From an optimization exercise on the open Yosys and OpenROAD flow, aimed at a short achievable clock period and few clock cycles; shortcuts taken in it are not production practice.
RTL that was checked went through simulation tests only; none was proved equivalent to the original.
No functional check of the RTL was part of runs 1 and 4 to 6.
No driver is modelled on the clock port, so clock power and skew are understated where the tree is cut down; a real chip needs a root buffer or a tree.
Power is estimated from default activity; no workload was simulated.

==> design.v <==
package rt_pkg;
  typedef logic signed [31:0] fixed_t;   
  typedef struct packed {
    fixed_t z;
    fixed_t y;
    fixed_t x;
  } vec3_t;
  typedef struct packed {
    vec3_t dir;
    vec3_t orig;
  } ray_t;
  typedef struct packed {
    vec3_t v2;
    vec3_t v1;
    vec3_t v0;
  } tri_t;
  localparam int unsigned RAY_HWORDS = 12;
  localparam int unsigned CNT_HWORDS = 2;
  localparam int unsigned TRI_HWORDS = 18;
  localparam logic [1:0] IssHdr  = 2'd0;   
  localparam logic [1:0] IssWait = 2'd1;   
  localparam logic [1:0] IssTri  = 2'd2;   
  localparam logic [1:0] IssEnd  = 2'd3;   
endpackage
module avm_read_issuer #(
  parameter int unsigned MAX_PEND = 4
) (
  input  logic        clk,
  input  logic        reset,
  input  logic        load_i,         
  input  logic [31:0] load_addr_i,
  input  logic        nz_i,           
  input  logic        zero_i,         
  input  logic        cnt_i,          
  input  logic [31:0] cnt_val_i,
  input  logic        take_i,         
  input  logic        rsp_i,          
  input  logic        waitrequest_i,
  output logic        read_o,
  output logic [31:0] address_o
);
  localparam logic [5:0] SPACE = 6'(2 * rt_pkg::TRI_HWORDS);
  logic [1:0]  ph_q, ph_d;
  logic        read_q, read_d;
  logic [31:0] addr_q;
  logic [4:0]  hw_q, hw_d;
  logic [31:0] left_q;               
  logic        dec_q, dec_d;         
  logic [2:0]  pend_q, pend_d;
  logic [5:0]  space_q, space_d;
  logic        nz_q, nz_d;           
  logic        acc;
  logic        hw_last, rec_last, nz;
  logic        can_acc, can_noacc;
  logic        pend_ok_acc, pend_ok_noacc;
  assign acc      = read_q && !waitrequest_i;
  assign hw_last  = (ph_q == rt_pkg::IssHdr) ? (hw_q == 5'd13) : (hw_q == 5'd17);
  assign rec_last = (left_q == 32'd1);
  assign nz       = nz_q || nz_i;
  always_comb begin
    can_acc   = 1'b0;
    can_noacc = 1'b0;
    unique case (ph_q)
      rt_pkg::IssHdr: begin
        can_acc   = !hw_last || nz;
        can_noacc = 1'b1;
      end
      rt_pkg::IssWait: begin
        can_acc   = 1'b0;
        can_noacc = nz_i;
      end
      rt_pkg::IssTri: begin
        can_acc   = !(hw_last && rec_last) && (space_q > 6'd1);
        can_noacc = (space_q != 6'd0);
      end
      default: ;
    endcase
  end
  assign pend_ok_acc   = rsp_i || (pend_q < 3'(MAX_PEND - 1));
  assign pend_ok_noacc = rsp_i || (pend_q < 3'(MAX_PEND));
  always_comb begin
    if (read_q) read_d = waitrequest_i || (can_acc && pend_ok_acc);
    else        read_d = can_noacc && pend_ok_noacc;
    ph_d    = ph_q;
    hw_d    = hw_q;
    dec_d   = 1'b0;
    space_d = space_q;
    pend_d  = pend_q + 3'(acc) - 3'(rsp_i);
    nz_d    = nz_q || nz_i;
    if (acc) begin
      hw_d = hw_last ? 5'd0 : hw_q + 5'd1;
      if (ph_q == rt_pkg::IssHdr && hw_last) begin
        ph_d    = nz ? rt_pkg::IssTri : rt_pkg::IssWait;
        space_d = SPACE;
      end
      if (ph_q == rt_pkg::IssTri) begin
        space_d = space_q - 6'd1;
        if (hw_last) begin
          dec_d = 1'b1;
          if (rec_last) ph_d = rt_pkg::IssEnd;
        end
      end
    end
    if (take_i) space_d = space_d + 6'(rt_pkg::TRI_HWORDS);
    if (ph_q == rt_pkg::IssWait) begin
      if (nz_i)   ph_d = rt_pkg::IssTri;
      if (zero_i) ph_d = rt_pkg::IssEnd;
    end
    if (load_i) begin
      read_d  = 1'b1;
      ph_d    = rt_pkg::IssHdr;
      hw_d    = '0;
      pend_d  = '0;
      nz_d    = 1'b0;
    end
  end
  always_ff @(posedge clk) begin
    if (!reset) begin
      read_q  <= 1'b0;
      ph_q    <= rt_pkg::IssEnd;
      hw_q    <= '0;
      dec_q   <= 1'b0;
      pend_q  <= '0;
      space_q <= '0;
      nz_q    <= 1'b0;
    end else begin
      read_q  <= read_d;
      ph_q    <= ph_d;
      hw_q    <= hw_d;
      dec_q   <= dec_d;
      pend_q  <= pend_d;
      space_q <= space_d;
      nz_q    <= nz_d;
    end
  end
  always_ff @(posedge clk) begin
    if (load_i)      addr_q <= load_addr_i;
    else if (acc)    addr_q <= addr_q + 32'd2;
    if (cnt_i)       left_q <= cnt_val_i;
    else if (dec_q)  left_q <= left_q - 32'd1;
  end
  assign read_o    = read_q;
  assign address_o = addr_q;
endmodule
module scene_fetch #(
  parameter int unsigned MAX_PEND = 4
) (
  input  logic                 clk,
  input  logic                 reset,
  input  logic                 start,
  input  logic [31:0]          base_addr,
  output logic                 avm_m0_read,
  output logic [31:0]          avm_m0_address,
  output logic [1:0]           avm_m0_byteenable,
  input  logic                 avm_m0_waitrequest,
  input  logic [15:0]          avm_m0_readdata,
  input  logic                 avm_m0_readdatavalid,
  output logic [191:0]         o_ray,
  output logic                 o_ray_valid,
  output logic [287:0]         o_tri,
  output logic [31:0]          o_tri_index,
  output logic                 o_tri_valid,
  input  logic                 i_tri_ready,
  output logic                 o_tri_last,
  output logic [31:0]          o_tri_cnt,
  output logic                 o_busy,
  output logic                 o_done
);
  logic         busy_q, done_q, done_d;
  logic         load;
  logic         rdv;
  logic [15:0]  rd;
  logic         rx_tri_q, rx_tri_d;
  logic [4:0]   rx_hw_q, rx_hw_d;
  logic [287:0] rec_q, rec_d;
  logic         full_q, full_d;      
  logic         lo_nz_q;             
  logic         ray_ld_q, cnt_ld_q, zero_q, tri_ld_q;
  logic [191:0] ray_q;
  logic         ray_valid_q, ray_valid_d;
  logic [31:0]  cnt_q;
  logic [287:0] tri_q;
  logic         tri_valid_q, tri_valid_d;
  logic [31:0]  idx_q, ld_q;         
  logic [31:0]  ld_left_q;           
  logic         last_q;
  logic         take_q;
  logic         ray_ld, lo_rx, cnt_ld, tri_ld, rec_end, handshake, rd_nz, nz_ev, zero_ev;
  assign rdv       = avm_m0_readdatavalid;
  assign rd        = avm_m0_readdata;
  assign load      = start && !busy_q;
  assign handshake = tri_valid_q && i_tri_ready;
  assign rec_d   = rdv ? {rd, rec_q[287:16]} : rec_q;
  assign ray_ld  = rdv && !rx_tri_q && (rx_hw_q == 5'd11);
  assign lo_rx   = rdv && !rx_tri_q && (rx_hw_q == 5'd12);
  assign cnt_ld  = rdv && !rx_tri_q && (rx_hw_q == 5'd13);
  assign rd_nz   = (rd != 16'd0);
  assign nz_ev   = (lo_rx || cnt_ld) && rd_nz;
  assign zero_ev = cnt_ld && !rd_nz && !lo_nz_q;
  assign rec_end = rdv && rx_tri_q && (rx_hw_q == 5'd17);
  assign tri_ld  = (full_q || rec_end) && !tri_valid_q;
  avm_read_issuer #(.MAX_PEND(MAX_PEND)) u_issuer (
    .clk           (clk),
    .reset         (reset),
    .load_i        (load),
    .load_addr_i   (base_addr),
    .nz_i          (nz_ev),
    .zero_i        (zero_ev),
    .cnt_i         (cnt_ld_q),
    .cnt_val_i     (rec_q[287:256]),
    .take_i        (take_q),
    .rsp_i         (rdv),
    .waitrequest_i (avm_m0_waitrequest),
    .read_o        (avm_m0_read),
    .address_o     (avm_m0_address)
  );
  always_comb begin
    rx_tri_d = rx_tri_q;
    rx_hw_d  = rx_hw_q;
    full_d   = full_q;
    done_d   = zero_q || (handshake && last_q);
    if (rdv) begin
      if (cnt_ld) begin
        rx_tri_d = 1'b1;
        rx_hw_d  = '0;
      end else if (rec_end) begin
        rx_hw_d  = '0;
      end else begin
        rx_hw_d  = rx_hw_q + 5'd1;
      end
    end
    if (rec_end) full_d = 1'b1;
    if (tri_ld)  full_d = 1'b0;
    if (load) begin
      rx_tri_d = 1'b0;
      rx_hw_d  = '0;
      full_d   = 1'b0;
    end
  end
  assign ray_valid_d = !load && (ray_ld_q || ray_valid_q);
  assign tri_valid_d = (tri_valid_q && !i_tri_ready) || tri_ld;
  always_ff @(posedge clk) begin
    if (!reset) begin
      busy_q      <= 1'b0;
      done_q      <= 1'b0;
      rx_tri_q    <= 1'b0;
      rx_hw_q     <= '0;
      full_q      <= 1'b0;
      ray_ld_q    <= 1'b0;
      cnt_ld_q    <= 1'b0;
      zero_q      <= 1'b0;
      tri_ld_q    <= 1'b0;
      ray_valid_q <= 1'b0;
      tri_valid_q <= 1'b0;
      take_q      <= 1'b0;
    end else begin
      busy_q      <= load || (busy_q && !done_q);
      done_q      <= done_d;
      rx_tri_q    <= rx_tri_d;
      rx_hw_q     <= rx_hw_d;
      full_q      <= full_d;
      ray_ld_q    <= ray_ld;
      cnt_ld_q    <= cnt_ld;
      zero_q      <= zero_ev;
      tri_ld_q    <= tri_ld;
      ray_valid_q <= ray_valid_d;
      tri_valid_q <= tri_valid_d;
      take_q      <= handshake;
    end
  end
  always_ff @(posedge clk) begin
    rec_q <= rec_d;
    if (lo_rx)    lo_nz_q <= rd_nz;
    if (ray_ld_q) ray_q   <= rec_q[287:96];
    if (cnt_ld_q) begin
      cnt_q     <= rec_q[287:256];
      ld_q      <= '0;
      ld_left_q <= rec_q[287:256];
    end else if (tri_ld_q) begin
      ld_q      <= ld_q + 32'd1;
      ld_left_q <= ld_left_q - 32'd1;
    end
    if (tri_ld) begin
      tri_q  <= rec_d;
      idx_q  <= ld_q;
      last_q <= (ld_left_q == 32'd1);
    end
  end
  assign avm_m0_byteenable = 2'b11;
  assign o_ray       = ray_q;
  assign o_ray_valid = ray_valid_q;
  assign o_tri       = tri_q;
  assign o_tri_index = idx_q;
  assign o_tri_valid = tri_valid_q;
  assign o_tri_last  = last_q;
  assign o_tri_cnt   = cnt_q;
  assign o_busy      = busy_q;
  assign o_done      = done_q;
endmodule
==> flow/run.sh <==
#!/bin/bash
# Standard ORFS layout with three changes: timing repair aims for 6 ns of setup slack,
# clock sinks are clustered 25 per leaf buffer within 100 um, and the clock tree's root
# buffer is removed after CTS (flow/pre_cts.tcl) so the clock port drives the 4 first-level
# buffers directly. ORFS writes each step's log under orfs/logs; make's output goes to
# flow_make.log.
set -euo pipefail
bash standard.sh SETUP_SLACK_MARGIN=6 CTS_CLUSTER_SIZE=25 CTS_CLUSTER_DIAMETER=100 \
  PRE_CTS_TCL="$PWD/flow/pre_cts.tcl" finish > flow_make.log 2>&1
==> flow/pre_cts.tcl <==
proc my_remove_clock_root {} {
  set block [ord::get_db_block]
  set port [$block findBTerm clk]
  set net [$port getNet]
  set loads {}
  foreach it [$net getITerms] { if {[$it isInputSignal]} { lappend loads $it } }
  if {[llength $loads] != 1} { puts "ROOTRM: clk has [llength $loads] loads, left alone"; return }
  set root [[lindex $loads 0] getInst]
  set master [[$root getMaster] getName]
  if {![string match "sky130_fd_sc_hd__clkbuf_*" $master]} { puts "ROOTRM: root is $master, left alone"; return }
  set rname [$root getName]
  set onet [[$root findITerm X] getNet]
  set sinks {}
  foreach it [$onet getITerms] { if {[$it getInst] != $root} { lappend sinks $it } }
  if {[llength $sinks] > 4 || [llength [$onet getBTerms]] > 0} { puts "ROOTRM: root drives [llength $sinks] cells, left alone"; return }
  foreach it $sinks { $it disconnect; $it connect $net }
  [$root findITerm A] disconnect
  [$root findITerm X] disconnect
  odb::dbInst_destroy $root
  odb::dbNet_destroy $onet
  puts "ROOTRM: removed root buffer $rname; clk now drives [llength $sinks] buffers"
}

rename clock_tree_synthesis my_orig_clock_tree_synthesis
proc clock_tree_synthesis {args} {
  my_orig_clock_tree_synthesis {*}$args
  my_remove_clock_root
}
==> standard.sh <==
#!/bin/bash
# synth_recipe.tcl (not shown) runs the flow's synth.tcl, then flattens the netlist and writes it again
# the make line also repeats each setting of config.mk as NAME=value (left out here)
make -C /OpenROAD-flow-scripts/flow DESIGN_CONFIG=/design/flow/config.mk WORK_HOME=/design/flow/orfs CLKGATE_MAP_FILE= SYNTH_SCRIPT=/design/flow/synth_recipe.tcl "${@:-finish}"
==> config.mk <==
export PLATFORM = sky130hd
export DESIGN_NAME = scene_fetch
export DESIGN_NICKNAME = scene_fetch
export VERILOG_FILES = /design/flow/design.v
export SDC_FILE = /design/flow/constraint.sdc
export NUM_CORES = 4
export LEC_CHECK = 0
export ABC_CLOCK_PERIOD_IN_PS = 2500
export CAP_MARGIN = 20
export CORE_MARGIN = 2
export CORE_UTILIZATION = 40
export SETUP_SLACK_MARGIN = 5
export SLEW_MARGIN = 20
==> constraint.sdc <==
create_clock -name core_clock -period 8.0 [get_ports {clk}]
set_input_delay 1.6000 -clock core_clock [delete_from_list [all_inputs] [get_ports {clk}]]
set_output_delay 1.6000 -clock core_clock [all_outputs]
set_load 0.01 [all_outputs]
==> run notes, run 1 <==
outcome complete, no violations; initial antenna violation count 1; Slowest-stage cell, CP and3_4; vias per inst 5.01; xor/xnor cell area share of the yosys netlist 3.16%; Setup CP Type in2reg; vias in the first global route 21,100; diode count 0; Post-Route Setup TNS 0 ns; TritonCTS Buffers 46; GPL Wtd Cong 0.854; via count 20,700; multiplexer share of the synthesized area 11.1%; post-layout net count 3,020; critical path's top delay family buffers and inverters; register area 26,400 um2; Slew Viols, Final 0; Critical path buffers and inverters 7; worst vdd ir 0.164 mV; pin count of the biggest net entering global routing 73; Die ar. 88,200 um2; # clock sinks 997; fmax 0.354 GHz; Die X 297 um; Final setup viols 0; YS warnings 2; final wirelength 102,000 um; clock-pin slew on the worst setup and hold paths 0.09 ns; crit path cell chain buf_16, nor4bb_4, and3_4, nor2_4, nor2_4, buf_12, buf_16, buf_12, buf_6, buf_12, buf_16; Adder-Cell Fraction of Synth Area 0.714%; RSZ-0062 raised after global routing yes; Worst slew margin 39.5%; #FFs+latches synth 997; flop-to-flop setup slack 5.44 ns; ys flop type edfxtp_1; post-synthesis simple-gate area fraction 5.43%; share of cells above drive strength 1 50.0%; multi-input combinational cell area 9680 um2; clk_skew 0.0227 ns; IO Count 638; area delta synth->final 39.1%; hold wc startpoint rec_q[178]$_DFF_P_; worst-case reg-to-reg path depth 8; fill count 6,785; Tot GR Track Use 22.0%; Hold EP ray_q[82]$_DFFE_PP_; first-pass GRT wire length 146,000 um; CP max stage delay 0.25 ns; Worst-Margin Slew 0.908 ns; largest family of logic cells by synthesized area multiplexers; sequential share of the synthesized area 76.9%; post-DP HPWL 61,300 um; final hold vios 0; Met2 Wirelength 53,100 um; top sig layer met4; Worst Hold Depth 0; WP data required 8.16 ns; Iter 0 DRT Violations 1,101; wl on met1 41,300 um; Die H 297 um; antenna-violating nets left 0; compound-gate portion of the synthesized area 1.72%; FF-to-FF End ld_left_q[23]$_DFFE_PP_; wire length on met3 5390 um; Synth cell types 67; clk latency of the worst-skew pair 0.44 ns; placed cell area 42,800 um2; max cap viols 0; synthesized area per cell 16.9 um2; power density over the cells 229 nW/um2; cells after synthesis 2,033; # port buffers 635; reg2reg start ld_left_q[3]$_DFFE_PP_; CP Capture Type flip-flop; hold_ws 0.461 ns; first drt pass iteration count 5; Leak Pwr 19.1 nW; Total Power 10.9 mW; Netlist Area Pre-Place 34,300 um2; Arr. time, crit path 2.98 ns; Period minus WS final 2.82 ns; Worst Path Max Fanout 8; cell area after layout 47,800 um2; gr ovfl total 0; Finished Core Util 56.1%; Final Cycle Share 35.3%; Worst Hold Class reg2reg; CTS tree done; routed len/inst 24.7 um; Starting Density 40.3%; DRC Markers 0; std cell rows 107; Post-synth EDFFs 642; Core Region 85,100 um2; CP startpoint kind input port; async set-reset flop share out of synthesis 0%
## flip-flops by register name, indices dropped and copies added (netlist names), 2 cells and up
| register | cells |
|---|---|
| rec_q | 288 |
| tri_q | 288 |
| ray_q | 192 |
| cnt_q | 32 |
| idx_q | 32 |
| ld_left_q | 32 |
| ld_q | 32 |
| u_issuer.addr_q | 32 |
| u_issuer.left_q | 32 |
| u_issuer.space_q | 6 |
| rx_hw_q | 5 |
| u_issuer.hw_q | 5 |
| u_issuer.pend_q | 3 |
| u_issuer.ph_q | 2 |
## synthesized netlist by cell type (22+ instances only)
| library cell | count | area [um2] |
|---|---|---|
| o21ai_0 | 42 | 210 |
| nand3_1 | 40 | 200 |
| inv_1 | 25 | 93.8 |
| edfxtp_1 | 642 | 19300 |
| dfxtp_1 | 355 | 7110 |
| nor3_1 | 30 | 150 |
| clkbuf_1 | 57 | 214 |
| xor2_1 | 93 | 815 |
| nor2_1 | 94 | 353 |
| mux2_2 | 333 | 3750 |
| xnor2_1 | 31 | 272 |
| nand2_1 | 85 | 319 |
| a21oi_1 | 22 | 110 |
## per-stage QoR
stage,std cells,setup WS [ns]
after CTS,4069,5.20
after global placement,3763,3.24
after global routing,4126,5.16
after floorplan,2034,0.802
after detailed placement,3763,3.08
final,4126,5.18
## cells in the final DEF, fill, tap and decap left out, types with 44 or more instances in the layout
cell type and instances:
buf_6 141, nand2_1 44, clkbuf_16 54, mux2_4 200
buf_16 81, buf_4 106, buf_2 490, edfxtp_1 642
xor2_1 92, dfxtp_1 347, nor2_1 71, mux2_2 133
## power breakdown
part,internal [mW],switching (mW)
Clock,1.11,1.55
Sequential,6.35,0.576
Combinational,0.863,0.488
## how the worst max path moves through the flow
stage	to	start	cells past startpoint	slack, ns
floorplan	idx_q[0]$_DFFE_PP_	avm_m0_readdatavalid	4	0.80
global placement	tri_q[13]$_DFFE_PP_	avm_m0_readdatavalid	7	3.24
detailed placement	tri_q[13]$_DFFE_PP_	avm_m0_readdatavalid	7	3.08
CTS	tri_q[264]$_DFFE_PP_	avm_m0_readdatavalid	9	5.20
global route	tri_q[106]$_DFFE_PP_	avm_m0_readdatavalid	11	5.16
finish	tri_q[106]$_DFFE_PP_	avm_m0_readdatavalid	11	5.18
## cell type report
class                   instances  share of cell area (%)
flip-flops and latches        997                    55.3
multi-input cells             950                    20.3
repair buffers                927                    18.5
well taps                    1144                    3.00
clock buffers                  75                    2.64
inverters                      26                   0.236
clock inverters                 7                   0.136
## repair_timing
action	CTS	global route
pin swaps	72	60
endpoints found under the setup margin	1711	1585
gates cloned	77	8
resized for setup	2926	200
hold buffers	0	0
buffers inserted	147	49
## routing by layer
| metal | GRT usage (%) | vias to the layer above |
|---|---|---|
| met5 | 0 | - |
| met4 | 3.52 | 0 |
| met3 | 4.35 | 114 |
| met2 | 40.4 | 623 |
| met1 | 27.3 | 10500 |
| li1 | - | 9370 |
## cells by family (layout without fill, tap and decap cells)
family          Yosys count  after routing
other cells               1              2
buf+inv                  91           1035
compound gates           96             96
simple gates            366            370
flops                   997            997
xor+xnor                124            124
fa+ha+maj                19             19
mux                     339            339
==> run 2: changes to the inputs <==
--- a/design.v
+++ b/design.v
@@ -177,2 +177,3 @@
   logic         lo_nz_q;             
+  logic         h11_q, h12_q, h13_q, t17_q;
   logic         ray_ld_q, cnt_ld_q, zero_q, tri_ld_q;
@@ -193,5 +194,5 @@
   assign rec_d   = rdv ? {rd, rec_q[287:16]} : rec_q;
-  assign ray_ld  = rdv && !rx_tri_q && (rx_hw_q == 5'd11);
-  assign lo_rx   = rdv && !rx_tri_q && (rx_hw_q == 5'd12);
-  assign cnt_ld  = rdv && !rx_tri_q && (rx_hw_q == 5'd13);
+  assign ray_ld  = rdv && h11_q;
+  assign lo_rx   = rdv && h12_q;
+  assign cnt_ld  = rdv && h13_q;
   assign rd_nz   = (rd != 16'd0);
@@ -199,4 +200,4 @@
   assign zero_ev = cnt_ld && !rd_nz && !lo_nz_q;
-  assign rec_end = rdv && rx_tri_q && (rx_hw_q == 5'd17);
-  assign tri_ld  = (full_q || rec_end) && !tri_valid_q;
+  assign rec_end = rdv && t17_q;
+  assign tri_ld  = (full_q && !tri_valid_q) || (rdv && t17_q && !tri_valid_q);
   avm_read_issuer #(.MAX_PEND(MAX_PEND)) u_issuer (
@@ -247,2 +248,6 @@
       rx_hw_q     <= '0;
+      h11_q       <= 1'b0;
+      h12_q       <= 1'b0;
+      h13_q       <= 1'b0;
+      t17_q       <= 1'b0;
       full_q      <= 1'b0;
@@ -260,2 +265,6 @@
       rx_hw_q     <= rx_hw_d;
+      h11_q       <= !rx_tri_d && (rx_hw_d == 5'd11);
+      h12_q       <= !rx_tri_d && (rx_hw_d == 5'd12);
+      h13_q       <= !rx_tri_d && (rx_hw_d == 5'd13);
+      t17_q       <= rx_tri_d && (rx_hw_d == 5'd17);
       full_q      <= full_d;
==> run notes, run 2 <==
outcome complete, no violations; met2 Track Usage GR 41.9%; post-layout net count 3,206; Worst Hold Class reg2reg; Netlist Area Pre-Place 34,700 um2; Worst-Margin Slew 0.900 ns; clock-pin slew on the worst setup and hold paths 0.10 ns; Critical path origin ray_q[184]$_DFFE_PP_; multi-input combinational cell area 9570 um2; Hold-fix buffers, CTS 0; Die ar. 89,100 um2; CP Capture Type primary output; Area contributors post-synth edfxtp_1, dfxtp_1, mux2_2; std cell rows 107; clk latency of the worst-skew pair 0.47 ns; clk_skew 0.0345 ns; Yosys top cell by area edfxtp_1; share of the synthesized area in the top cell type 55.6%; cells after synthesis 2,088; synthesized area per cell 16.6 um2; hold_ws 0.452 ns; YS warnings 2; Arr. time, crit path 1.18 ns; max cap viols 0; Starting Density 40.5%; RSZ-0062 raised after global routing yes; hold wc startpoint rec_q[193]$_DFF_P_; fill count 6,383; post-DP HPWL 65,700 um; antenna-violating nets left 0; Critical path buffers and inverters 1; Finished Core Util 58.9%; Setup CP Type reg2out; critical path's top delay family flip-flops; Synth cell types 65; top-count cell post-synth edfxtp_1; placed cell area 42,400 um2; Slew Viols, Final 0; Period minus WS final 2.78 ns; worst vdd ir 0.149 mV; fin cells 4,321; met1 GRT Util 32.5%; register area 26,500 um2; initial antenna violation count 7; ys flop type edfxtp_1; synth cell count leaders edfxtp_1, dfxtp_1, mux2_2; Post-synth EDFFs 642; sequential share of the synthesized area 76.3%; vias in the first global route 22,300; # clock sinks 1,001; vias per inst 5.23; IO Count 638; Tot GR Track Use 24.7%; Total Power 11.1 mW; Die X 298 um; final hold vios 0; CP startpoint kind flip-flop; final wirelength 116,000 um; final worst slack 5.22 ns; Iter 0 DRT Violations 1,823; Worst Path Max Fanout 1; WP data required 6.40 ns; cell area after layout 50,400 um2; pin count of the biggest net entering global routing 76; first drt pass iteration count 5; Leak Pwr 19.5 nW; pre-CTS setup slack 3.75 ns; most common cell after layout, fill and taps aside edfxtp_1; placed insts 3,804; Post-Route Setup TNS 0 ns; Worst slew margin 40.0%; Final Cycle Share 34.8%; most frequent cells in the layout edfxtp_1, buf_2, dfxtp_1; async set-reset flop share out of synthesis 0%; share of cells above drive strength 1 51.9%; Final setup viols 0; CTS tree done; routed len/inst 26.8 um; most crowded layer after global routing met2; gr ovfl total 0; # port buffers 635; fmax 0.359 GHz; power density over the cells 221 nW/um2; Slowest-stage cell, CP edfxtp_1; first-pass GRT wire length 163,000 um; top flop regs rec_q x288, tri_q x288, ray_q x192; met3 GRT Util 4.28%; via count 22,600; Core Region 85,500 um2; crit path cell chain buf_2; TritonCTS Buffers 47; area delta synth->final 45.4%; reg2reg start ld_left_q[0]$_DFFE_PP_; CP max stage delay 0.53 ns; GPL Wtd Cong 0.870; DRC Markers 0; Die H 298 um; #FFs+latches synth 1,001
run 2: cell families after synthesis:
family,after synthesis,share of synthesized area (%)
AOI/OAI and AO/OA,125,2.19
xor gates and xnor gates,110,2.78
adders and majority gates,16,0.599
buffers and inverters,111,1.23
DFF,1001,76.3
muxes,334,10.8
other,1,0.0108
and+or+nand+nor,390,6.07
run 2: final timing paths:
path,slack [ns],endpoint,depth (start not counted)
setup / recovery,5.22,o_ray[184],1
hold / removal,0.45,ray_q[97]$_DFFE_PP_,0
setup reg to reg,5.51,ld_left_q[26]$_DFFE_PP_,10
hold reg to reg,0.45,ray_q[97]$_DFFE_PP_,0
run 2: cell type report:
| cell class | count | area share [%] |
|---|---|---|
| Antenna cell | 2 | 0.00993 |
| Multi-Input combinational cell | 983 | 19.0 |
| Tap cell | 1144 | 2.84 |
| Sequential cell | 1001 | 52.5 |
| Timing Repair Buffer | 1067 | 22.5 |
| Clock inverter | 10 | 0.270 |
| Clock buffer | 77 | 2.51 |
| Inverter | 37 | 0.342 |
run 2: metal layers:
metal / routed length, um / vias up / share of wire [%]
met5: 0 / - / 0
met4: 4330 / 0 / 3.7
met3: 7480 / 187 / 6.5
met2: 57300 / 937 / 50
met1: 46700 / 11600 / 40
li1: - / 9939 / -
run 2: what timing repair did:
item | in CTS | in global routing
gates resized for setup | 3090 | 282
setup buffers | 206 | 94
cloned | 120 | 8
setup endpoints to repair | 1794 | 1543
pin swaps | 108 | 92
run 2: power by group:
| group | switching, mW | internal [mW] |
|---|---|---|
| Clock | 1.62 | 1.14 |
| Combinational | 0.558 | 0.846 |
| Sequential | 0.598 | 6.38 |
| Total | 2.78 | 8.37 |
Testbench counts of run 2, summed over its fixed seeds: cycles 88,925.
==> run 3: changes to the inputs <==
==> flow/run.sh (replaced) <==
#!/bin/bash
# Standard ORFS layout with three changes: timing repair aims for 5.5 ns of setup slack,
# clock sinks are clustered 25 per leaf buffer within 100 um, and the clock tree's root
# buffer is removed after CTS (flow/pre_cts.tcl) so the clock port drives the 4 first-level
# buffers directly. ORFS writes each step's log under orfs/logs; make's output goes to
# flow_make.log.
set -euo pipefail
bash standard.sh SETUP_SLACK_MARGIN=5.5 CTS_CLUSTER_SIZE=25 CTS_CLUSTER_DIAMETER=100 \
  PRE_CTS_TCL="$PWD/flow/pre_cts.tcl" finish > flow_make.log 2>&1
==> run notes, run 3 <==
Pint 8.16 mW; Worst Path Max Fanout 4; Slowest-stage cell, CP edfxtp_1; Final setup viols 0; Critical path buffers and inverters 1; share of the synthesized area in the top cell type 55.6%; Seq pwr share 64.6%; share of cells above drive strength 1 41.3%; multiplexer share of the synthesized area 10.8%; met2 Track Usage GR 35.4%; hold_ws 0.457 ns; most frequent cells in the layout edfxtp_1, buf_2, dfxtp_1; final hold vios 0; #FFs+latches synth 1,001; FF-to-FF End ld_left_q[11]$_DFFE_PP_; GPL Wtd Cong 0.829; Slew Viols, Final 0; WP depth 1; largest family of logic cells by synthesized area multiplexers; fill count 7,221; Period minus WS final 2.70 ns; Setup CP Type reg2out; Synth cell types 65; WP data required 6.40 ns; Iter 0 DRT Violations 1,370; final wirelength 94,200 um; post-DP HPWL 65,500 um; Area contributors post-synth edfxtp_1, dfxtp_1, mux2_2; IO Count 638; Post-Route Setup TNS 0 ns; std cell rows 107; CP startpoint kind flip-flop; crit path to avm_m0_address[2]; post-layout net count 2,879; max cap viols 0; Die H 298 um; fmax 0.371 GHz; Yosys top cell by area edfxtp_1; vias in the first global route 20,000; critical path's top delay family flip-flops; DRC Markers 0; CP Capture Type primary output; RSZ-0062 raised after global routing yes; Sw Share 23.8%; most common cell after layout, fill and taps aside edfxtp_1; met1 GRT Util 25.5%; synth cell count leaders edfxtp_1, dfxtp_1, mux2_2; Worst Hold Class reg2reg; worst-case reg-to-reg path depth 6; TritonCTS Buffers 47; YS warnings 2; antenna-violating nets left 0; sequential share of the synthesized area 76.3%; compound-gate portion of the synthesized area 2.19%; vias per inst 5.05; Final Cycle Share 33.7%; Starting Density 40.5%; crit path cell chain buf_2; outcome complete, no violations; async set-reset flop share out of synthesis 0%; synthesized area per cell 16.6 um2; clock-pin slew on the worst setup and hold paths 0.10 ns; worst vdd ir 0.159 mV; Total Power 10.7 mW; Arr. time, crit path 1.10 ns; top flop regs rec_q x288, tri_q x288, ray_q x192; combinational cell fraction of total power 9.6%; CP max stage delay 0.47 ns; Die X 298 um; # clock sinks 1,001; initial antenna violation count 3; xor/xnor cell area share of the yosys netlist 2.78%; Tot GR Track Use 20.4%; reg2reg start ld_left_q[0]$_DFFE_PP_; Worst-Margin Slew 1.04 ns; Leak Pwr 15.9 nW; CTS tree done; top-count cell post-synth edfxtp_1; clock network power share 25.8%; most crowded layer after global routing met2; # port buffers 635; ys flop type edfxtp_1; Post-synth EDFFs 642; met3 GRT Util 4.38%; Adder-Cell Fraction of Synth Area 0.599%; first-pass GRT wire length 137,000 um; clk latency of the worst-skew pair 0.45 ns; post-synthesis simple-gate area fraction 6.07%; cells after synthesis 2,088; gr ovfl total 0; pin count of the biggest net entering global routing 72; via count 20,200; flop-to-flop setup slack 5.56 ns; Worst slew margin 30.9%; first drt pass iteration count 5; Core Region 85,500 um2; Die ar. 89,100 um2; Netlist Area Pre-Place 34,700 um2; Switch Pwr 2.55 mW; clk_skew 0.0180 ns; Critical path origin u_issuer.addr_q[2]$_DFFE_PP_; area delta synth->final 24.3%; routed len/inst 23.6 um; power density over the cells 249 nW/um2
run 3: cell counts after synthesis:
Identical to the previous run, type by type.
run 3: what timing repair did:
item	4_1_cts	5_1_grt
endpoints found under the hold margin	0	0
hold buffers	0	0
pin swaps	22	25
buffers inserted	64	24
resized for setup	2639	132
setup endpoints to repair	1493	823
cloned	8	2
run 3: layer usage:
metal,wire length (um),vias to the layer above,share of wire (%)
met5,0,-,0
met4,3310,0,3.5
met3,5820,137,6.2
met2,47500,637,50
met1,37500,10200,40
li1,-,9231,-
run 3: worst min path at each step:
stage	startpoint	end	slack [ns]	depth (start not counted)
2_1_floorplan	zero_q$_SDFF_PN0_	done_q$_SDFF_PN0_	0.41	2
3_3_place_gp	rec_q[231]$_DFF_P_	ray_q[135]$_DFFE_PP_	0.44	0
3_5_place_dp	rec_q[154]$_DFF_P_	ray_q[58]$_DFFE_PP_	0.44	0
4_1_cts	rec_q[154]$_DFF_P_	ray_q[58]$_DFFE_PP_	0.46	0
5_1_grt	rec_q[215]$_DFF_P_	ray_q[119]$_DFFE_PP_	0.48	0
6_report	rec_q[154]$_DFF_P_	ray_q[58]$_DFFE_PP_	0.46	0
run 3: worst register-to-register path, cell delays in order, from the launching register on:
cell and delay (ns):
edfxtp_1 0.40, buf_4 0.15, or4_4 0.57, or2_4 0.27, or4_4 0.42, xnor2_1 0.14
mux2_2 0.26
run 3: power by group through the flow:
stage / clock (mW) / sequential [mW] / combinational [mW]
after floorplan: 0 / 6.76 / 0.733
after global placement: 0 / 7.04 / 0.881
after detailed placement: 0 / 7.07 / 0.943
after CTS: 2.85 / 6.93 / 1.01
after global routing: 3.03 / 7.01 / 1.12
final: 2.76 / 6.92 / 1.03
run 3: cells by family (layout without fill, tap and decap cells):
family | after synthesis | count (layout)
buffers and inverters | 111 | 869
adders and majority gates | 16 | 16
xor gates and xnor gates | 110 | 110
muxes | 334 | 334
AOI/OAI and AO/OA | 125 | 125
other | 1 | 3
and+or+nand+nor | 390 | 391
DFF | 1001 | 1001
run 3: area by class of cell:
| class | count | area [um2] | area share, % |
|---|---|---|---|
| timing repair buffer | 745 | 5390 | 12.5 |
| antenna | 1 | 2.50 | 0.00581 |
| clock buffer | 78 | 1310 | 3.05 |
| sequential | 1001 | 26500 | 61.5 |
| clock inverter | 9 | 130 | 0.302 |
| multi-input combinational | 978 | 8180 | 19.0 |
| tap | 1144 | 1430 | 3.32 |
| inverter | 37 | 168 | 0.389 |
run 3: stage by stage:
| step | setup WS [ns] | instances | area (um2) | utilization (%) |
|---|---|---|---|---|
| after floorplan | 0.893 | 2089 | 34900 | - |
| after global placement | 3.75 | 3807 | 42400 | 49.6 |
| after detailed placement | 3.69 | 3807 | 42400 | 49.6 |
| after CTS | 5.24 | 3966 | 42500 | 49.6 |
| after global routing | 5.25 | 3992 | 43100 | 50.4 |
| final | 5.30 | 3993 | 43100 | 50.4 |
==> run 4: changes to the inputs <==
--- a/design.v
+++ b/design.v
@@ -44,3 +44,3 @@
   logic        read_q, read_d;
-  logic [31:0] addr_q;
+  logic [31:0] addr_q, addr_h;
   logic [4:0]  hw_q, hw_d;
@@ -136,4 +136,10 @@
   always_ff @(posedge clk) begin
-    if (load_i)      addr_q <= load_addr_i;
-    else if (acc)    addr_q <= addr_q + 32'd2;
+    if (!reset)      addr_q <= '0;
+    else if (load_i) addr_q <= load_addr_i;
+    else if (acc)    addr_q <= addr_h + 32'd2;
+    else             addr_q <= addr_h;
+  end
+  always_ff @(posedge clk) begin
+    if (load_i)      addr_h <= load_addr_i;
+    else if (acc)    addr_h <= addr_h + 32'd2;
     if (cnt_i)       left_q <= cnt_val_i;
@@ -177,12 +183,11 @@
   logic         lo_nz_q;             
-  logic         h11_q, h12_q, h13_q, t17_q;
   logic         ray_ld_q, cnt_ld_q, zero_q, tri_ld_q;
-  logic [191:0] ray_q;
+  logic [191:0] ray_q, ray_h;
   logic         ray_valid_q, ray_valid_d;
-  logic [31:0]  cnt_q;
-  logic [287:0] tri_q;
+  logic [31:0]  cnt_q, cnt_h;
+  logic [287:0] tri_q, tri_h;
   logic         tri_valid_q, tri_valid_d;
-  logic [31:0]  idx_q, ld_q;         
+  logic [31:0]  idx_q, idx_h, ld_q;        
   logic [31:0]  ld_left_q;           
-  logic         last_q;
+  logic         last_q, last_h;
   logic         take_q;
@@ -194,5 +199,5 @@
   assign rec_d   = rdv ? {rd, rec_q[287:16]} : rec_q;
-  assign ray_ld  = rdv && h11_q;
-  assign lo_rx   = rdv && h12_q;
-  assign cnt_ld  = rdv && h13_q;
+  assign ray_ld  = rdv && !rx_tri_q && (rx_hw_q == 5'd11);
+  assign lo_rx   = rdv && !rx_tri_q && (rx_hw_q == 5'd12);
+  assign cnt_ld  = rdv && !rx_tri_q && (rx_hw_q == 5'd13);
   assign rd_nz   = (rd != 16'd0);
@@ -200,4 +205,4 @@
   assign zero_ev = cnt_ld && !rd_nz && !lo_nz_q;
-  assign rec_end = rdv && t17_q;
-  assign tri_ld  = (full_q && !tri_valid_q) || (rdv && t17_q && !tri_valid_q);
+  assign rec_end = rdv && rx_tri_q && (rx_hw_q == 5'd17);
+  assign tri_ld  = (full_q || rec_end) && !tri_valid_q;
   avm_read_issuer #(.MAX_PEND(MAX_PEND)) u_issuer (
@@ -221,3 +226,3 @@
     full_d   = full_q;
-    done_d   = zero_q || (handshake && last_q);
+    done_d   = zero_q || (handshake && last_h);
     if (rdv) begin
@@ -248,6 +253,2 @@
       rx_hw_q     <= '0;
-      h11_q       <= 1'b0;
-      h12_q       <= 1'b0;
-      h13_q       <= 1'b0;
-      t17_q       <= 1'b0;
       full_q      <= 1'b0;
@@ -265,6 +266,2 @@
       rx_hw_q     <= rx_hw_d;
-      h11_q       <= !rx_tri_d && (rx_hw_d == 5'd11);
-      h12_q       <= !rx_tri_d && (rx_hw_d == 5'd12);
-      h13_q       <= !rx_tri_d && (rx_hw_d == 5'd13);
-      t17_q       <= rx_tri_d && (rx_hw_d == 5'd17);
       full_q      <= full_d;
@@ -281,6 +278,4 @@
     rec_q <= rec_d;
-    if (lo_rx)    lo_nz_q <= rd_nz;
-    if (ray_ld_q) ray_q   <= rec_q[287:96];
+    if (lo_rx) lo_nz_q <= rd_nz;
     if (cnt_ld_q) begin
-      cnt_q     <= rec_q[287:256];
       ld_q      <= '0;
@@ -291,6 +286,25 @@
     end
+  end
+  always_ff @(posedge clk) begin
+    if (ray_ld_q) ray_h <= rec_q[287:96];
+    if (cnt_ld_q) cnt_h <= rec_q[287:256];
     if (tri_ld) begin
-      tri_q  <= rec_d;
-      idx_q  <= ld_q;
-      last_q <= (ld_left_q == 32'd1);
+      tri_h  <= rec_d;
+      idx_h  <= ld_q;
+      last_h <= (ld_left_q == 32'd1);
+    end
+  end
+  always_ff @(posedge clk) begin
+    if (!reset) begin
+      ray_q  <= '0;
+      cnt_q  <= '0;
+      tri_q  <= '0;
+      idx_q  <= '0;
+      last_q <= 1'b0;
+    end else begin
+      ray_q  <= ray_ld_q ? rec_q[287:96] : ray_h;
+      cnt_q  <= cnt_ld_q ? rec_q[287:256] : cnt_h;
+      tri_q  <= tri_ld ? rec_d : tri_h;
+      idx_q  <= tri_ld ? ld_q : idx_h;
+      last_q <= tri_ld ? (ld_left_q == 32'd1) : last_h;
     end
==> flow/run.sh (replaced) <==
#!/bin/bash
# Standard ORFS layout with three changes: timing repair aims for 6 ns of setup slack,
# clock sinks are clustered 25 per leaf buffer within 100 um, and the clock tree's root
# buffer is removed after CTS (flow/pre_cts.tcl) so the clock port drives the 4 first-level
# buffers directly. ORFS writes each step's log under orfs/logs; make's output goes to
# flow_make.log.
set -euo pipefail
bash standard.sh SETUP_SLACK_MARGIN=6 CTS_CLUSTER_SIZE=25 CTS_CLUSTER_DIAMETER=100 \
  PRE_CTS_TCL="$PWD/flow/pre_cts.tcl" finish > flow_make.log 2>&1
==> run notes, run 4 <==
outcome complete, no violations; Worst Hold Class reg2reg; reg2reg start ld_left_q[1]$_DFFE_PP_; top flop regs rec_q x288, tri_h x288, tri_q x288; sequential share of the synthesized area 63.6%; async set-reset flop share out of synthesis 0%; synthesized area per cell 11.1 um2; placed cell area 59,900 um2; Hold-fix buffers, CTS 0; Die ar. 129,000 um2; share of cells above drive strength 1 59.4%; via count 35,900; antenna-violating nets left 0; Final setup viols 0; Iter 0 DRT Violations 2,687; vias in the first global route 35,000; worst vdd ir 0.188 mV; vias per inst 5.01; gr ovfl total 0; Seq pwr share 59.5%; clk_skew 0.0324 ns; max cap viols 0; # port buffers 635; Netlist Area Pre-Place 50,500 um2; ys flop type dfxtp_1; most frequent cells in the layout dfxtp_1, buf_6, nand2_2; Core Region 126,000 um2; power density over the cells 207 nW/um2; wire length on met3 10,200 um; Pint 11.5 mW; RSZ-0062 raised after global routing yes; # clock sinks 1,574; Switch Pwr 4.15 mW; wl on met1 79,000 um; Synth cell types 67; std cell rows 130; share of the synthesized area in the top cell type 59.8%; top-count cell post-synth dfxtp_1; initial antenna violation count 11; critical path's top delay family flip-flops; YS warnings 2; first-pass GRT wire length 250,000 um; Worst Path Max Fanout 1; Final Cycle Share 35.2%; crit path cell chain buf_6; post-DP HPWL 93,800 um; Arr. time, crit path 1.21 ns; TritonCTS Buffers 75; WP data required 6.40 ns; Post-Route Setup TNS 0 ns; post-layout net count 5,574; pin count of the biggest net entering global routing 85; CP max stage delay 0.41 ns; Met2 Wirelength 83,500 um; final wirelength 179,000 um; Setup CP Type reg2out; clock network power share 28.4%; first drt pass iteration count 5; Worst slew margin 42.9%; Sw Share 26.6%; Die H 359 um; Worst-Margin Slew 0.856 ns; Starting Density 40.3%; fmax 0.356 GHz; routed len/inst 24.9 um; Critical path buffers and inverters 1; area delta synth->final 49.2%; Die X 359 um; CP startpoint kind flip-flop; Leak Pwr 34.7 nW; cell area after layout 75,400 um2; synth cell count leaders dfxtp_1, nand2_1, and2_1; Slew Viols, Final 0; IO Count 638; clock-pin slew on the worst setup and hold paths 0.10 ns; Slowest-stage cell, CP dfxtp_4; hold wc startpoint tri_h[119]$_DFF_P_; combinational cell fraction of total power 12.2%; Tot GR Track Use 26.2%; top sig layer met5; most common cell after layout, fill and taps aside dfxtp_1; cells after synthesis 4,555; Finished Core Util 60.0%; CTS tree done; GPL Wtd Cong 0.815; Critical path origin ray_q[19]$_SDFF_PN0_; DRC Markers 0; Post-synth EDFFs 65; clk latency of the worst-skew pair 0.70 ns; Period minus WS final 2.81 ns; CP Capture Type primary output; #FFs+latches synth 1,574; final hold vios 0; Yosys top cell by area dfxtp_1; Area contributors post-synth dfxtp_1, mux2_2, nand2_1
run 4: changes by cell type in the layout (fill, tap and decap cells not counted), moves of 82 or more:
cell,change
nand2_4,+335
buf_2,-357
nand2_1,+196
buf_6,+483
and2_1,+416
mux2_4,+291
buf_16,+133
dfxtp_1,+658
edfxtp_1,-577
and2_4,+157
nand2_2,+433
mux2_2,-82
dfxtp_2,+417
run 4: timing repair:
| item | 4_1_cts | 5_1_grt |
|---|---|---|
| endpoints found under the setup margin | 1994 | 1593 |
| setup buffers | 197 | 94 |
| gates resized for setup | 4475 | 934 |
| pin swaps | 397 | 337 |
| gates cloned | 133 | 11 |
run 4: logic make-up after synthesis:
kind of cell | Yosys count | synth area share [%]
other | 1 | 0.00742
xor gates and xnor gates | 119 | 2.06
muxes | 546 | 12.1
buffers and inverters | 258 | 1.94
DFF | 1574 | 63.6
and+or+nand+nor | 1904 | 18.2
AOI/OAI and AO/OA | 134 | 1.57
adders and majority gates | 19 | 0.485
run 4: path summary, 6_finish.rpt:
check / end / slack [ns] / depth (start not counted)
max: o_ray[19] / 5.19 / 1
min: tri_h[119]$_DFF_P_ / 0.45 / 2
max reg2reg: ld_left_q[19]$_DFFE_PP_ / 5.52 / 7
min reg2reg: tri_h[119]$_DFF_P_ / 0.45 / 2
run 4: power by group through the flow:
stage                     Clock [mW]  Sequential (mW)  Combinational, mW
final                           4.43             9.28               1.90
after global placement             0             9.44               1.32
after detailed placement           0             9.44               1.34
after CTS                       4.50             9.25               1.69
after floorplan                    0             9.00               1.19
after global routing            4.75             9.32               2.00
run 4: worst reg2reg max path, delay by kind of cell (launching register included):
| family | cells | cell delay [ns] |
|---|---|---|
| xor+xnor | 1 | 0.16 |
| buf+inv | 1 | 0.18 |
| flops | 1 | 0.44 |
| mux | 1 | 0.09 |
| simple gates | 4 | 1.37 |
run 4: stage by stage:
stage               setup slack, ns  hold slack [ns]  total power, mW  instances
detailed placement             3.40            0.422             10.8       6639
finish                         5.19            0.451             15.6       7174
global placement               3.43            0.419             10.8       6639
floorplan                      4.86            0.409             10.2       4556
global route                   5.14            0.463             16.1       7174
CTS                            5.15            0.449             15.4       7067
run 4: layer usage:
| metal | vias to the layer above | global-route usage [%] |
|---|---|---|
| met5 | - | 0 |
| met4 | 8 | 7.48 |
| met3 | 242 | 4.27 |
| li1 | 16600 | - |
| met1 | 18000 | 35.6 |
| met2 | 1035 | 43.1 |
run 4: cell type report:
type,count,area [um2]
clock buffer,88,2030
tap,1650,2060
sequential,1574,33000
inverter,34,131
timing repair buffer,1085,14300
multi-input combinational,2731,23700
antenna,2,5.00
fill,9781,50200
clock inverter,10,136
==> run 5: changes to the inputs <==
--- a/design.v
+++ b/design.v
@@ -183,2 +183,3 @@
   logic         lo_nz_q;             
+  logic         h11_q, h12_q, h13_q, t17_q;
   logic         ray_ld_q, cnt_ld_q, zero_q, tri_ld_q;
@@ -199,5 +200,5 @@
   assign rec_d   = rdv ? {rd, rec_q[287:16]} : rec_q;
-  assign ray_ld  = rdv && !rx_tri_q && (rx_hw_q == 5'd11);
-  assign lo_rx   = rdv && !rx_tri_q && (rx_hw_q == 5'd12);
-  assign cnt_ld  = rdv && !rx_tri_q && (rx_hw_q == 5'd13);
+  assign ray_ld  = rdv && h11_q;
+  assign lo_rx   = rdv && h12_q;
+  assign cnt_ld  = rdv && h13_q;
   assign rd_nz   = (rd != 16'd0);
@@ -205,4 +206,4 @@
   assign zero_ev = cnt_ld && !rd_nz && !lo_nz_q;
-  assign rec_end = rdv && rx_tri_q && (rx_hw_q == 5'd17);
-  assign tri_ld  = (full_q || rec_end) && !tri_valid_q;
+  assign rec_end = rdv && t17_q;
+  assign tri_ld  = (full_q && !tri_valid_q) || (rdv && t17_q && !tri_valid_q);
   avm_read_issuer #(.MAX_PEND(MAX_PEND)) u_issuer (
@@ -253,2 +254,6 @@
       rx_hw_q     <= '0;
+      h11_q       <= 1'b0;
+      h12_q       <= 1'b0;
+      h13_q       <= 1'b0;
+      t17_q       <= 1'b0;
       full_q      <= 1'b0;
@@ -266,2 +271,6 @@
       rx_hw_q     <= rx_hw_d;
+      h11_q       <= !rx_tri_d && (rx_hw_d == 5'd11);
+      h12_q       <= !rx_tri_d && (rx_hw_d == 5'd12);
+      h13_q       <= !rx_tri_d && (rx_hw_d == 5'd13);
+      t17_q       <= rx_tri_d && (rx_hw_d == 5'd17);
       full_q      <= full_d;
==> flow/run.sh (replaced) <==
#!/bin/bash
# Standard ORFS layout with three changes: timing repair aims for 5.5 ns of setup slack,
# clock sinks are clustered 25 per leaf buffer within 100 um, and after CTS the buffers
# above the leaf buffers are replaced by 4 buffers that the clock port drives directly
# (flow/pre_cts.tcl). ORFS writes each step's log under orfs/logs; make's output goes to
# flow_make.log.
set -euo pipefail
bash standard.sh SETUP_SLACK_MARGIN=5.5 CTS_CLUSTER_SIZE=25 CTS_CLUSTER_DIAMETER=100 \
  PRE_CTS_TCL="$PWD/flow/pre_cts.tcl" finish > flow_make.log 2>&1
==> flow/pre_cts.tcl (replaced) <==
# Sourced by ORFS before clock tree synthesis (PRE_CTS_TCL). After TritonCTS builds the
# tree, its leaf buffers (those that drive the registers' clock pins) are kept and every
# buffer above them is replaced by 4 buffers fed straight from the clock port, each driving
# a quarter of the leaves, split by position. Registers that TritonCTS hung off an upper
# buffer get leaf buffers of their own. Every register then sees exactly two buffers.
proc my_tree_loads {net} {
  set r {}
  foreach it [$net getITerms] { if {[$it isInputSignal]} { lappend r $it } }
  return $r
}
proc my_is_clkbuf {inst} {
  return [string match "sky130_fd_sc_hd__clkbuf_*" [[$inst getMaster] getName]]
}
proc my_rebuild_clock_top {ntop topmaster} {
  set block [ord::get_db_block]
  set clknet [[$block findBTerm clk] getNet]
  # Walk the buffer tree from the port.
  set upper {}
  set leaves {}
  set dummies {}
  set orphans {}
  set front [list $clknet]
  while {[llength $front]} {
    set next {}
    foreach net $front {
      foreach it [my_tree_loads $net] {
        set inst [$it getInst]
        if {![my_is_clkbuf $inst]} {
          if {$net == $clknet} { puts "REBUILD: clk drives a non-buffer, left alone"; return }
          continue
        }
        set onet [[$inst findITerm X] getNet]
        if {$onet == "NULL"} { continue }
        set lds [my_tree_loads $onet]
        if {[llength $lds] == 0} { continue }
        set nbuf 0; set nreg 0
        foreach l $lds {
          set li [$l getInst]
          if {[my_is_clkbuf $li]} {
            set lo [[$li findITerm X] getNet]
            if {$lo == "NULL" || [llength [my_tree_loads $lo]] == 0} { lappend dummies $li } else { incr nbuf }
          } else { incr nreg }
        }
        if {$nbuf && $nreg} {
          # Registers hanging off an upper buffer move to the nearest leaf below.
          foreach l $lds { if {![my_is_clkbuf [$l getInst]]} { lappend orphans $l } }
        }
        if {$nreg && !$nbuf} { lappend leaves $inst } else { lappend upper $inst; lappend next $onet }
      }
    }
    set front $next
  }
  if {[llength $leaves] < $ntop} { puts "REBUILD: only [llength $leaves] leaves, left alone"; return }
  puts "REBUILD: [llength $upper] upper buffers, [llength $leaves] leaves, [llength $dummies] dummies"
  # Detach the leaves and the orphan registers, and delete everything above them.
  foreach l $leaves { [$l findITerm A] disconnect }
  foreach o $orphans { $o disconnect }
  set dummies [lsort -unique $dummies]
  foreach inst [concat $upper $dummies] {
    set onet [[$inst findITerm X] getNet]
    foreach it [$inst getITerms] { if {[$it getNet] != "NULL"} { $it disconnect } }
    odb::dbInst_destroy $inst
    if {$onet != "NULL" && $onet != $clknet && [llength [$onet getITerms]] == 0} { odb::dbNet_destroy $onet }
  }
  # Registers that hung off upper buffers get leaf buffers of their own, at most 20 each,
  # in strips across the die.
  set master [[ord::get_db] findMaster $topmaster]
  set opts {}
  foreach o $orphans { set b [[$o getInst] getBBox]; lappend opts [list $o [expr {([$b xMin]+[$b xMax])/2}] [expr {([$b yMin]+[$b yMax])/2}]] }
  set nol [expr {([llength $opts] + 19) / 20}]
  if {$nol > 0} {
    set nstrip [expr {int(ceil(sqrt($nol)))}]
    set sx [lsort -integer -index 1 $opts]
    set per [expr {([llength $sx] + $nstrip - 1) / $nstrip}]
    set j 0
    for {set st 0} {$st < [llength $sx]} {incr st $per} {
      set strip [lsort -integer -index 2 [lrange $sx $st [expr {$st + $per - 1}]]]
      for {set c 0} {$c < [llength $strip]} {incr c 20} {
        set grp [lrange $strip $c [expr {$c + 19}]]
        set ax 0; set ay 0
        foreach p $grp { incr ax [lindex $p 1]; incr ay [lindex $p 2] }
        set ax [expr {$ax / [llength $grp]}]; set ay [expr {$ay / [llength $grp]}]
        set inst [odb::dbInst_create $block $master "clkbuf_leafx_$j"]
        $inst setLocation [expr {$ax - [$master getWidth]/2}] [expr {$ay - [$master getHeight]/2}]
        $inst setPlacementStatus PLACED
        set net [odb::dbNet_create $block "clknet_leafx_$j"]
        $net setSigType CLOCK
        [$inst findITerm X] connect $net
        foreach p $grp { [lindex $p 0] connect $net }
        lappend leaves $inst
        incr j
      }
    }
  }
  # Split the leaves into ntop groups of equal size: halves by x, then by y.
  set pts {}
  foreach l $leaves { set b [$l getBBox]; lappend pts [list $l [expr {([$b xMin]+[$b xMax])/2}] [expr {([$b yMin]+[$b yMax])/2}]] }
  set groups [list $pts]
  set axis 1
  while {[llength $groups] < $ntop} {
    set ng {}
    foreach g $groups {
      set s [lsort -integer -index $axis $g]
      set h [expr {[llength $s]/2}]
      lappend ng [lrange $s 0 [expr {$h-1}]] [lrange $s $h end]
    }
    set groups $ng
    set axis [expr {$axis == 1 ? 2 : 1}]
  }
  set k 0
  foreach g $groups {
    set sx 0; set sy 0
    foreach p $g { incr sx [lindex $p 1]; incr sy [lindex $p 2] }
    set cx [expr {$sx / [llength $g]}]; set cy [expr {$sy / [llength $g]}]
    set inst [odb::dbInst_create $block $master "clkbuf_top_$k"]
    $inst setLocation [expr {$cx - [$master getWidth]/2}] [expr {$cy - [$master getHeight]/2}]
    $inst setPlacementStatus PLACED
    set net [odb::dbNet_create $block "clknet_top_$k"]
    $net setSigType CLOCK
    [$inst findITerm X] connect $net
    [$inst findITerm A] connect $clknet
    foreach p $g { [[lindex $p 0] findITerm A] connect $net }
    puts "REBUILD: clkbuf_top_$k drives [llength $g] leaves at ($cx, $cy)"
    incr k
  }
  puts "REBUILD: [llength $orphans] registers under upper buffers got new leaves"
}

rename clock_tree_synthesis my_orig_clock_tree_synthesis
proc clock_tree_synthesis {args} {
  my_orig_clock_tree_synthesis {*}$args
  my_rebuild_clock_top 4 sky130_fd_sc_hd__clkbuf_16
}
==> run notes, run 5 <==
outcome complete, no violations; Adder-Cell Fraction of Synth Area 0.411%; vias per inst 4.82; # clock sinks 1,578; CP most frequent cell or4_4; first drt pass iteration count 5; Worst Hold Class reg2reg; Synth cell types 60; RSZ-0062 raised after global routing yes; critical path's top delay family simple AND/OR/NAND/NOR gates; register area 33,000 um2; fmax 0.351 GHz; post-DP HPWL 90,600 um; Core Region 126,000 um2; async set-reset flop share out of synthesis 0%; via count 33,200; compound-gate portion of the synthesized area 1.89%; Slowest-stage cell, CP or4_4; ys flop type dfxtp_1; multiplexer share of the synthesized area 12.3%; top flop regs rec_q x288, tri_h x288, tri_q x288; synth cell count leaders dfxtp_1, nand2_1, mux2_2; post-synthesis simple-gate area fraction 17.6%; Tot GR Track Use 22.6%; largest family of logic cells by synthesized area simple AND/OR/NAND/NOR gates; pin count of the biggest net entering global routing 101; fin cells 6,894; Setup CP Type reg2reg; Area contributors post-synth dfxtp_1, mux2_2, nand2_1; max cap viols 0; Critical path buffers and inverters 0; multi-input combinational cell area 19,000 um2; vias in the first global route 32,300; final hold vios 0; pre-CTS setup slack 3.79 ns; clk latency of the worst-skew pair 0.52 ns; Die ar. 129,000 um2; # port buffers 635; cell area after layout 65,400 um2; antenna-violating nets left 0; Worst-Margin Slew 1.09 ns; Yosys top cell by area dfxtp_1; Post-synth EDFFs 65; Worst slew margin 27.1%; Iter 0 DRT Violations 2,046; Post-Route Setup TNS 0 ns; placed cell area 59,200 um2; Die H 359 um; WP data required 8.28 ns; Arr. time, crit path 3.12 ns; CP startpoint kind flip-flop; worst vdd ir 0.187 mV; Die X 359 um; most frequent cells in the layout dfxtp_1, nand2_1, mux2_2; xor/xnor cell area share of the yosys netlist 2.08%; fill count 11,200; sequential share of the synthesized area 63.8%; routed len/inst 22.3 um; area delta synth->final 29.5%; Final Cycle Share 35.6%; synthesized area per cell 11.0 um2; placed insts 6,652; clk_skew 0.0157 ns; first-pass GRT wire length 219,000 um; top-count cell post-synth dfxtp_1; most common cell after layout, fill and taps aside dfxtp_1; power density over the cells 219 nW/um2; clock-pin slew on the worst setup and hold paths 0.10 ns; crit path cell chain or4_4, or4_4, or4_4, nor4_4, xor2_1, mux2_4; CP max stage delay 0.56 ns; Worst Path Max Fanout 4; cells after synthesis 4,578; Slew Viols, Final 0; initial antenna violation count 17; Total Power 14.3 mW; Final setup viols 0; #FFs+latches synth 1,578; post-layout net count 5,310; Starting Density 40.3%; std cell rows 130; share of cells above drive strength 1 41.4%; final wirelength 154,000 um; gr ovfl total 0; IO Count 638; final worst slack 5.15 ns; Leak Pwr 28.6 nW; YS warnings 2; share of the synthesized area in the top cell type 59.9%; Period minus WS final 2.85 ns; CP Capture Type flip-flop; DRC Markers 0; Netlist Area Pre-Place 50,600 um2; GPL Wtd Cong 0.805
run 5: changes by cell type after synthesis, moves of 7 or more:
cell     change
and2_1      -33
mux2_2       +8
nand4_1      -9
o21ai_0      +8
a21oi_1     +36
nand2_1      +7
nor3_1      +10
xnor2_1      +9
xor2_1       -8
nor4_1      +12
run 5: path summary, 6_finish.rpt:
kind	from	to	slack (ns)	cells after the start
worst max register to register	ld_left_q[7]$_DFFE_PP_	ld_left_q[30]$_DFFE_PP_	5.15	6
worst max-delay path	ld_left_q[7]$_DFFE_PP_	ld_left_q[30]$_DFFE_PP_	5.15	6
worst min-delay path	tri_h[275]$_DFF_P_	tri_h[275]$_DFF_P_	0.44	2
worst min register to register	tri_h[275]$_DFF_P_	tri_h[275]$_DFF_P_	0.44	2
run 5: tightest hold or removal path, cell delays in order (launching register included):
cell,delay [ns]
dfxtp_1,0.32
nand2_1,0.04
nand2_1,0.06
run 5: layout make-up, clock buffers not listed:
| type | count | area share, % |
|---|---|---|
| diodes | 5 | 0.0191 |
| clock inverters | 6 | 0.111 |
| inverters | 33 | 0.201 |
| well taps | 1650 | 3.15 |
| repair buffers | 814 | 14.4 |
| multi-input cells | 2738 | 29.0 |
| flip-flops and latches | 1578 | 50.5 |
| plain buffers | 5 | 0.191 |
run 5: stage by stage:
step	hold slack [ns]	utilization, %
2_1_floorplan	0.409	-
3_3_place_gp	0.418	47.1
3_5_place_dp	0.422	47.1
4_1_cts	0.446	50.6
5_1_grt	0.461	52.1
6_report	0.444	52.1
run 5: what timing repair did:
item	CTS	global route
pin swaps	51	77
setup endpoints to repair	1892	931
resized for setup	3542	362
gates cloned	39	18
hold buffers	0	0
setup buffers	73	31
endpoints found under the hold margin	0	0
run 5: metal layers:
metal / up-vias / part of all wire (%) / track usage, %
met5: - / 0.036 / 0
met2: 786 / 46 / 36.5
li1: 16000 / - / -
met4: 10 / 2.2 / 5.16
met3: 155 / 6.2 / 5.25
met1: 16200 / 46 / 30.6
run 5: cell families after synthesis:
group                      Yosys count
xor gates and xnor gates           120
buffers and inverters              265
other                                1
muxes                              551
and+or+nand+nor                   1877
DFF                               1578
AOI/OAI and AO/OA                  170
adders and majority gates           16
run 5: power breakdown:
part / switching (mW) / internal, mW / leakage (nW)
combinational: 0.507 / 0.640 / 14.3
sequential: 0.658 / 8.52 / 13.3
clock: 2.42 / 1.58 / 0.899
total: 3.59 / 10.7 / 28.6
==> run 6: changes to the inputs <==
--- a/design.v
+++ b/design.v
@@ -46,3 +46,3 @@
   logic [4:0]  hw_q, hw_d;
-  logic [31:0] left_q;               
+  logic        left_one;             
   logic        dec_q, dec_d;         
@@ -57,3 +57,3 @@
   assign hw_last  = (ph_q == rt_pkg::IssHdr) ? (hw_q == 5'd13) : (hw_q == 5'd17);
-  assign rec_last = (left_q == 32'd1);
+  assign rec_last = left_one;
   assign nz       = nz_q || nz_i;
@@ -144,5 +144,11 @@
     else if (acc)    addr_h <= addr_h + 32'd2;
-    if (cnt_i)       left_q <= cnt_val_i;
-    else if (dec_q)  left_q <= left_q - 32'd1;
   end
+  rec_countdown u_left (
+    .clk    (clk),
+    .reset  (reset),
+    .load_i (cnt_i),
+    .val_i  (cnt_val_i),
+    .dec_i  (dec_q),
+    .one_o  (left_one)
+  );
   assign read_o    = read_q;
@@ -150,2 +156,38 @@
 endmodule
+module rec_countdown (
+  input  logic        clk,
+  input  logic        reset,
+  input  logic        load_i,
+  input  logic [31:0] val_i,
+  input  logic        dec_i,
+  output logic        one_o
+);
+  logic [15:0] lo_q, hi_q;
+  logic        bp_q;                 
+  logic        hz_q;                 
+  always_ff @(posedge clk) begin
+    if (!reset) begin
+      bp_q <= 1'b0;
+    end else if (load_i) begin
+      bp_q <= 1'b0;
+    end else if (dec_i) begin
+      bp_q <= (lo_q == 16'd0);
+    end else begin
+      bp_q <= 1'b0;
+    end
+  end
+  always_ff @(posedge clk) begin
+    if (load_i) begin
+      lo_q <= val_i[15:0];
+      hi_q <= val_i[31:16];
+      hz_q <= (val_i[31:16] == 16'd0);
+    end else if (dec_i) begin
+      lo_q <= lo_q - 16'd1;
+    end else if (bp_q) begin
+      hi_q <= hi_q - 16'd1;
+      hz_q <= (hi_q == 16'd1);
+    end
+  end
+  assign one_o = !bp_q && hz_q && (lo_q == 16'd1);
+endmodule
 module scene_fetch #(
@@ -190,4 +232,6 @@
   logic         tri_valid_q, tri_valid_d;
-  logic [31:0]  idx_q, idx_h, ld_q;        
-  logic [31:0]  ld_left_q;           
+  logic [31:0]  idx_q, idx_h;
+  logic [15:0]  nxt_lo_q, nxt_hi_q;   
+  logic         nxt_cp_q;             
+  logic         ld_one;              
   logic         last_q, last_h;
@@ -288,10 +332,22 @@
     if (lo_rx) lo_nz_q <= rd_nz;
+  end
+  always_ff @(posedge clk) begin
     if (cnt_ld_q) begin
-      ld_q      <= '0;
-      ld_left_q <= rec_q[287:256];
-    end else if (tri_ld_q) begin
-      ld_q      <= ld_q + 32'd1;
-      ld_left_q <= ld_left_q - 32'd1;
+      nxt_lo_q <= '0;
+      nxt_hi_q <= '0;
+      nxt_cp_q <= 1'b0;
+    end else begin
+      if (tri_ld) nxt_lo_q <= nxt_lo_q + 16'd1;
+      nxt_cp_q <= tri_ld && (nxt_lo_q == 16'hFFFF);
+      if (nxt_cp_q) nxt_hi_q <= nxt_hi_q + 16'd1;
     end
   end
+  rec_countdown u_ld_left (
+    .clk    (clk),
+    .reset  (reset),
+    .load_i (cnt_ld_q),
+    .val_i  (rec_q[287:256]),
+    .dec_i  (tri_ld_q),
+    .one_o  (ld_one)
+  );
   always_ff @(posedge clk) begin
@@ -301,4 +357,4 @@
       tri_h  <= rec_d;
-      idx_h  <= ld_q;
-      last_h <= (ld_left_q == 32'd1);
+      idx_h  <= {nxt_hi_q, nxt_lo_q};
+      last_h <= ld_one;
     end
@@ -316,4 +372,4 @@
       tri_q  <= tri_ld ? rec_d : tri_h;
-      idx_q  <= tri_ld ? ld_q : idx_h;
-      last_q <= tri_ld ? (ld_left_q == 32'd1) : last_h;
+      idx_q  <= tri_ld ? {nxt_hi_q, nxt_lo_q} : idx_h;
+      last_q <= tri_ld ? ld_one : last_h;
     end
==> run notes, run 6 <==
outcome complete, no violations; # clock sinks 1,583; WP data required 8.46 ns; DRC Markers 0; combinational cell fraction of total power 8.1%; Worst Hold Class reg2reg; Worst Path Max Fanout 5; Post-synth EDFFs 67; Hold-fix buffers, CTS 0; wire length on met3 9680 um; clock-pin slew on the worst setup and hold paths 0.10 ns; first-pass GRT wire length 216,000 um; most common cell after layout, fill and taps aside dfxtp_1; clock network power share 28.5%; routed len/inst 23.5 um; top flop regs rec_q x288, tri_h x288, tri_q x288; first drt pass iteration count 5; Starting Density 40.3%; Final setup viols 0; Setup CP Type in2reg; antenna-violating nets left 0; Iter 0 DRT Violations 2,255; Switch Pwr 3.75 mW; final wirelength 163,000 um; Synth cell types 62; top sig layer met5; fin cells 6,943; top-count cell post-synth dfxtp_1; Arr. time, crit path 3.17 ns; Pint 10.8 mW; Tot GR Track Use 22.1%; synth cell count leaders dfxtp_1, nand2_1, and2_1; initial antenna violation count 7; std cell rows 130; CP startpoint kind input port; Die ar. 129,000 um2; #FFs+latches synth 1,583; placed insts 6,673; power density over the cells 221 nW/um2; clk latency of the worst-skew pair 0.53 ns; sequential share of the synthesized area 64.0%; fill count 11,000; hold_ws 0.444 ns; area delta synth->final 30.4%; Critical path buffers and inverters 2; pin count of the biggest net entering global routing 247; Core Region 126,000 um2; Slew Viols, Final 0; TritonCTS Buffers 75; Final Cycle Share 33.8%; max cap viols 0; Die H 360 um; Sw Share 25.8%; Worst slew margin 35.8%; via count 33,800; fmax 0.369 GHz; YS warnings 3; Worst-Margin Slew 0.963 ns; GPL Wtd Cong 0.777; post-DP HPWL 89,800 um; vias per inst 4.87; Netlist Area Pre-Place 50,600 um2; CTS tree done; Slowest-stage cell, CP a2111o_1; Leak Pwr 28.8 nW; final hold vios 0; cells after synthesis 4,592; post-layout net count 5,360; gr ovfl total 0; RSZ-0062 raised after global routing yes; CP max stage delay 0.41 ns
-- run 6: cell count changes after synthesis, sizes merged, moves of 5 or more --
cell and delta:
nor2 +7, or3 +5, a21oi +19, a211oi +6, ha +6, nand2 -5
mux2 -17
-- run 6: kinds of logic (layout without fill, tap and decap cells) --
logic type | Yosys count | count (layout) | share of synthesized area [%]
adder cells (fa/ha/maj) | 22 | 22 | 0.559
other | 1 | 5 | 0.00741
buffers and inverters | 263 | 958 | 1.97
AO/OA/AOI/OAI | 195 | 195 | 2.17
flip-flops | 1583 | 1583 | 64.0
multiplexers | 531 | 531 | 11.8
XOR/XNOR | 115 | 115 | 1.99
AND/OR/NAND/NOR | 1882 | 1884 | 17.5
-- run 6: worst reg2reg max path, delay by kind of cell, from the launching register on --
| kind | cells | cell delay, ns |
|---|---|---|
| mux | 1 | 0.26 |
| xor+xnor | 1 | 0.09 |
| simple gates | 4 | 1.45 |
| flops | 1 | 0.44 |
-- run 6: cell type report, clock buffers not listed --
| class | count | area (um2) | area share [%] |
|---|---|---|---|
| diodes | 3 | 7.51 | 0.0114 |
| flip-flops and latches | 1583 | 33100 | 50.2 |
| multi-input cells | 2749 | 18400 | 27.9 |
| well taps | 1650 | 2060 | 3.13 |
| inverters | 35 | 131 | 0.199 |
| plain buffers | 5 | 125 | 0.190 |
| clock inverters | 11 | 139 | 0.211 |
| repair buffers | 841 | 10300 | 15.6 |
-- run 6: final timing paths --
path                                                        to  slack [ns]                        start  cells past startpoint
worst max-delay path            u_issuer.space_q[5]$_SDFF_PN0_        5.29           avm_m0_waitrequest                      7
worst min-delay path                        tri_h[232]$_DFF_P_        0.44           tri_h[232]$_DFF_P_                      2
worst max register to register    u_ld_left.hi_q[15]$_DFFE_PP_        5.53  u_ld_left.hi_q[5]$_DFFE_PP_                      6
worst min register to register              tri_h[232]$_DFF_P_        0.44           tri_h[232]$_DFF_P_                      2
-- run 6: routing by layer --
layer | global-route usage (%) | vias to the layer above
met5 | 0 | -
met4 | 4.93 | 2
met1 | 29.8 | 16600
met2 | 36.7 | 872
met3 | 4.22 | 147
li1 | - | 16200
-- run 6: metrics by stage --
step	area (um2)	utilization [%]	setup slack (ns)
final	66000	52.5	5.29
after global routing	66000	52.5	5.29
after CTS	62800	50.0	5.30
after detailed placement	59100	47.0	3.44
after global placement	59100	47.0	3.48
after floorplan	52100	-	4.94
-- run 6: what timing repair did --
action,4_1_cts,5_1_grt
pin swaps,19,52
endpoints found under the setup margin,1868,918
buffers inserted,29,47
gates resized for setup,3480,293
cloned,33,76
hold endpoints to repair,0,0
-- run 6: power by group through the flow --
| stage | registers [mW] | logic [mW] | clock network (mW) |
|---|---|---|---|
| CTS | 9.21 | 1.11 | 4.24 |
| floorplan | 9.01 | 0.829 | 0 |
| global route | 9.28 | 1.28 | 4.49 |
| global placement | 9.40 | 1.03 | 0 |
| detailed placement | 9.41 | 1.05 | 0 |
| finish | 9.22 | 1.19 | 4.15 |
